Source: an optimization exercise on an open RTL-to-GDS flow (aim: small area). Production flows keep margins and buffers that such runs may drop. Only simulation tests tie the RTL to the original design; equivalence was not proved. Power and IR drop assume default switching activity.

== main ==
## lcd_hd44780_receiver
module lcd_hd44780_receiver #(
    parameter int unsigned POWER_CYCLES = 15000,
    parameter int unsigned CMD_CYCLES   = 37,
    parameter int unsigned CLEAR_CYCLES = 1520
) (
    input  logic       clk,
    input  logic       reset,
    input  logic       lcd_e,
    input  logic       lcd_rs,
    input  logic       lcd_rw,
    input  logic [3:0] lcd_d,
    output logic [3:0] lcd_d_out,
    output logic       lcd_d_oe,
    output logic       busy,
    output logic [6:0] ac,
    output logic       mode_4bit,
    output logic       display_on,
    output logic       cursor_on,
    output logic       blink_on,
    output logic       byte_valid,
    output logic       byte_rs,
    output logic [7:0] byte_data,
    output logic       protocol_err,
    input  logic [6:0] dbg_addr,
    output logic [7:0] dbg_char
);
    localparam int unsigned BMAX = (CLEAR_CYCLES > CMD_CYCLES) ? CLEAR_CYCLES : CMD_CYCLES;
    localparam int unsigned CMAX = (POWER_CYCLES > BMAX) ? POWER_CYCLES : BMAX;
    localparam int CW = $clog2(CMAX + 1);
  ...
clock: 10.0 ns
lec_check: 0
cap_margin: 20
core_margin: 2
core_utilization: 40
cts_buf_list: sky130_fd_sc_hd__clkbuf_16
cts_cluster_diameter: 100
cts_cluster_size: 30
slew_margin: 20
synth_hierarchical: 1
standard.sh (not shown) runs the stock make flow with config.mk's settings and CLKGATE_MAP_FILE= SYNTH_SCRIPT=/design/flow/synth_recipe.tcl, a recipe that flattens the netlist after the stock synthesis.
==> flow/flow/run.sh <==
#!/bin/bash
# The standard layout (the standard.sh, standard synthesis unchanged) with two changes:
# the port buffers are the smallest buffer cell, and clock tree synthesis clusters sinks under
# clkbuf_8 leaf buffers without dummy loads.
# Each tool's output goes to the ORFS logs under orfs/logs and to standard.log here.
set -euo pipefail
export BUFFER_PORTS_ARGS="-buffer_cell sky130_fd_sc_hd__buf_1"
export CTS_ARGS="-sink_clustering_enable -repair_clock_nets -sink_clustering_size 18 -sink_clustering_max_diameter 60 -buf_list sky130_fd_sc_hd__clkbuf_8 -dont_use_dummy_load"
bash standard.sh > standard.log 2>&1
The inputs of the feature branch differ from those of main as listed below.
--- a/flow/design.v
+++ b/flow/design.v
@@ -168,22 +168,22 @@
         end
     end
     logic [127:0][7:0] ring_q;
     logic [6:0]        rot_q;         
     logic              pv_q;          
     logic [6:0]        pa_q;          
-    logic              clr_q;         
+    logic [1:0]        clr_q;         
     logic              clearing;
     logic              slot;          
     logic [1:0]        slot_head;
     logic [7:0]        head_d;
     logic [3:0]        head_we;
     logic [6:0]        rd_pos;
     logic [7:0]        dbg_q;
     logic [7:0]        rd_d;
-    assign clearing  = clr_q;
+    assign clearing  = |clr_q;
     assign slot      = pv_q && (rot_q[4:0] == ~pa_q[4:0]);
     assign slot_head = pa_q[6:5] + rot_q[6:5] + 2'd1;
     assign head_d    = clearing ? 8'h20 : bdata_q;
     always_comb begin
         for (int k = 0; k < 4; k++) head_we[k] = clearing || (slot && slot_head == 2'(k));
     end
@@ -199,14 +199,14 @@
         if (mem_we && !reset) begin
             pv_q <= 1'b1;
             pa_q <= ac_q;
         end else if (slot || clr_go) begin
             pv_q <= 1'b0;
         end
-        if (clr_go) clr_q <= 1'b1;
-        else if (rot_q[4:0] == 5'd31) clr_q <= 1'b0;
+        if (clr_go) clr_q <= 2'b01;
+        else if (rot_q[4:0] == 5'd31) clr_q <= {clr_q[0], 1'b0};
     end
     assign rd_pos = dbg_addr + rot_q;
     logic [127:0]      rd_sel;
     logic [7:0][42:0]  rd_n;
     logic [7:0]        rd_ring;
     always_comb begin
[summary]
- Of the feature branch and main, the run reporting the lower minimum period implied by the final worst setup slack was main.
- The feature branch vs main — worst path required time rose 20 ps.
- Setup slack in the feature branch is smaller than in main.
- Relative to main, the first-pass GRT wire length measured on the feature branch has decreased slightly.
- The topmost layer with routed signal wires comes out met4 in one run and met5 in the other, namely in the feature branch and main respectively.
- Looking at clock-buffer cell count, the feature branch sits 1.4% higher than main does.
- Taking main as the reference, in the feature branch final cell area excluding filler cells moved up; filler-free cell count of the finished design increased by 0.46% relative to the old numbers; post-synthesis to final-layout area growth rose by 0.53 points.
- The final reports for the feature branch and main show part of the cycle the worst path needs higher in the former.
- The feature branch vs main: relative slew slack down
- Of the feature branch and main, the feature branch shows the lower number of distinct library cell variants in the gate-level netlist after synthesis, with main above it.
- Sequential share of layout area is lower on the feature branch
- Side by side, routed wire length turned out lower in the feature branch than in main.
- The feature branch does worse than main on post-route total power.

* * *

Another version of the RTL of lcd_hd44780_receiver (not shown whole).
Size in the first run: ~1100 flip-flops, roughly 52 I/O pins, roughly 30000 µm² of cells after synthesis.
## lcd_hd44780_receiver
module lcd_hd44780_receiver #(
    parameter int unsigned POWER_CYCLES = 15000,
    parameter int unsigned CMD_CYCLES   = 37,
    parameter int unsigned CLEAR_CYCLES = 1520
) (
    input  logic       clk,
    input  logic       reset,
    input  logic       lcd_e,
    input  logic       lcd_rs,
    input  logic       lcd_rw,
    input  logic [3:0] lcd_d,
    output logic [3:0] lcd_d_out,
    output logic       lcd_d_oe,
    output logic       busy,
    output logic [6:0] ac,
    output logic       mode_4bit,
    output logic       display_on,
    output logic       cursor_on,
    output logic       blink_on,
    output logic       byte_valid,
    output logic       byte_rs,
    output logic [7:0] byte_data,
    output logic       protocol_err,
    input  logic [6:0] dbg_addr,
    output logic [7:0] dbg_char
);
==> flow/config.mk <==
export PLATFORM = sky130hd
export DESIGN_NAME = lcd_hd44780_receiver
export DESIGN_NICKNAME = lcd_hd44780_receiver
export VERILOG_FILES = /design/flow/design.v
export SDC_FILE = /design/flow/constraint.sdc
export NUM_CORES = 4
export LEC_CHECK = 0
export CAP_MARGIN = 20
export CORE_MARGIN = 2
export CORE_UTILIZATION = 40
export CTS_BUF_LIST = sky130_fd_sc_hd__clkbuf_16
export CTS_CLUSTER_DIAMETER = 100
export CTS_CLUSTER_SIZE = 30
export SLEW_MARGIN = 20
export SYNTH_HIERARCHICAL = 1
==> flow/constraint.sdc <==
create_clock -name core_clock -period 10.0 [get_ports {clk}]
set_input_delay 2.0000 -clock core_clock [delete_from_list [all_inputs] [get_ports {clk}]]
set_output_delay 2.0000 -clock core_clock [all_outputs]
set_load 0.01 [all_outputs]
run.sh (not shown) runs the stock make flow with config.mk's settings and CLKGATE_MAP_FILE= SYNTH_SCRIPT=/design/flow/synth_recipe.tcl, a recipe that flattens the netlist after the stock synthesis.
Stock flow here: none of the scripts above is used.
The first run completed without violations.
Change:
--- a/flow/design.v
+++ b/flow/design.v
@@ -168,42 +168,45 @@
         end
     end
     logic [127:0][7:0] ring_q;
     logic [6:0]        rot_q;         
     logic              pv_q;          
     logic [6:0]        pa_q;          
-    logic [1:0]        clr_q;         
+    logic              clr_q;         
     logic              clearing;
     logic              slot;          
     logic [1:0]        slot_head;
     logic [7:0]        head_d;
     logic [3:0]        head_we;
     logic [6:0]        rd_pos;
     logic [7:0]        dbg_q;
     logic [7:0]        rd_d;
-    assign clearing  = |clr_q;
+    assign clearing  = clr_q;
     assign slot      = pv_q && (rot_q[4:0] == ~pa_q[4:0]);
     assign slot_head = pa_q[6:5] + rot_q[6:5] + 2'd1;
     assign head_d    = clearing ? 8'h20 : bdata_q;
     always_comb begin
         for (int k = 0; k < 4; k++) head_we[k] = clearing || (slot && slot_head == 2'(k));
     end
+    logic              clr_go;
+    assign clr_go = mem_clr && !reset;
     always_ff @(posedge clk) begin
-        rot_q <= rot_q + 7'd1;
+        if (clr_go) rot_q <= '0;
+        else        rot_q <= rot_q + 7'd1;
         for (int i = 0; i < 128; i++) begin
             if (i % 32 == 0) ring_q[i] <= head_we[i / 32] ? head_d : ring_q[(i + 127) % 128];
             else             ring_q[i] <= ring_q[i - 1];
         end
         if (mem_we && !reset) begin
             pv_q <= 1'b1;
             pa_q <= ac_q;
-        end else if (slot) begin
+        end else if (slot || clr_go) begin
             pv_q <= 1'b0;
         end
-        if (mem_clr && !reset) clr_q <= 2'b01;
-        else if (rot_q[4:0] == 5'd31) clr_q <= {clr_q[0], 1'b0};
+        if (clr_go) clr_q <= 1'b1;
+        else if (rot_q[4:0] == 5'd31) clr_q <= 1'b0;
     end
     assign rd_pos = dbg_addr + rot_q;
     logic [127:0]      rd_sel;
     logic [7:0][42:0]  rd_n;
     logic [7:0]        rd_ring;
     always_comb begin
After rerunning: Total power rises by 0.53%. Synthesized cell count decreases by 0.37%. Utilization barely changes. Die area hardly moves. Clock skew came out lower by 0.0040 ns. Non-clock buffer count decreases by 1. Global-route usage rises by 0.13 points. Cell count barely changes. Design area stays flat. Clock-buffer cell count stays the same. Maximum frequency went down by 0.65%. Sequential share of layout area is about the same. Worst setup slack degrades by 0.044 ns. Wire length grows by 0.88%.

-- port drivers added, routing unchanged --
The results above use ideal ports. As a check the final layouts listed here were re-extracted and re-timed, cells and wires unchanged. Step 1 (the two cells are an assumption about what drives the block):
set clk [get_ports {clk}]
set_driving_cell -lib_cell sky130_fd_sc_hd__clkbuf_16 $clk
set_driving_cell -lib_cell sky130_fd_sc_hd__buf_2 [delete_from_list [all_inputs] $clk]
Step 2 adds t to the input delays and takes it off the output delays; t is the mean of the earliest and latest rising clock arrival at the registers after step 1. Input paths then give back, and output paths get back, about the clock's delay inside the block. Three values: ideal, step 1, step 2; two values: the first two.
| run | shift t [ns] | setup slack, ns | latest minus earliest clock arrival (ns) | slew at the worst register clock pin (ns) |
|---|---|---|---|---|
| main | 0.734 | 3.485 / 3.513 / 2.779 | 0.077 / 0.077 | 0.12 / 0.12 |
| the feature branch | 0.729 | 3.462 / 3.502 / 2.773 | 0.078 / 0.078 | 0.12 / 0.12 |
| the first run of note 2 | 0.664 | 3.224 / 3.256 / 2.592 | 0.030 / 0.030 | 0.11 / 0.11 |
| the second run of note 2 | 0.676 | 3.180 / 3.221 / 2.544 | 0.025 / 0.025 | 0.11 / 0.11 |
After both steps every run listed still meets setup and hold. For main, which loses most, drivers alone change the setup slack by +0.028 ns; drivers and shift together by -0.706 ns.
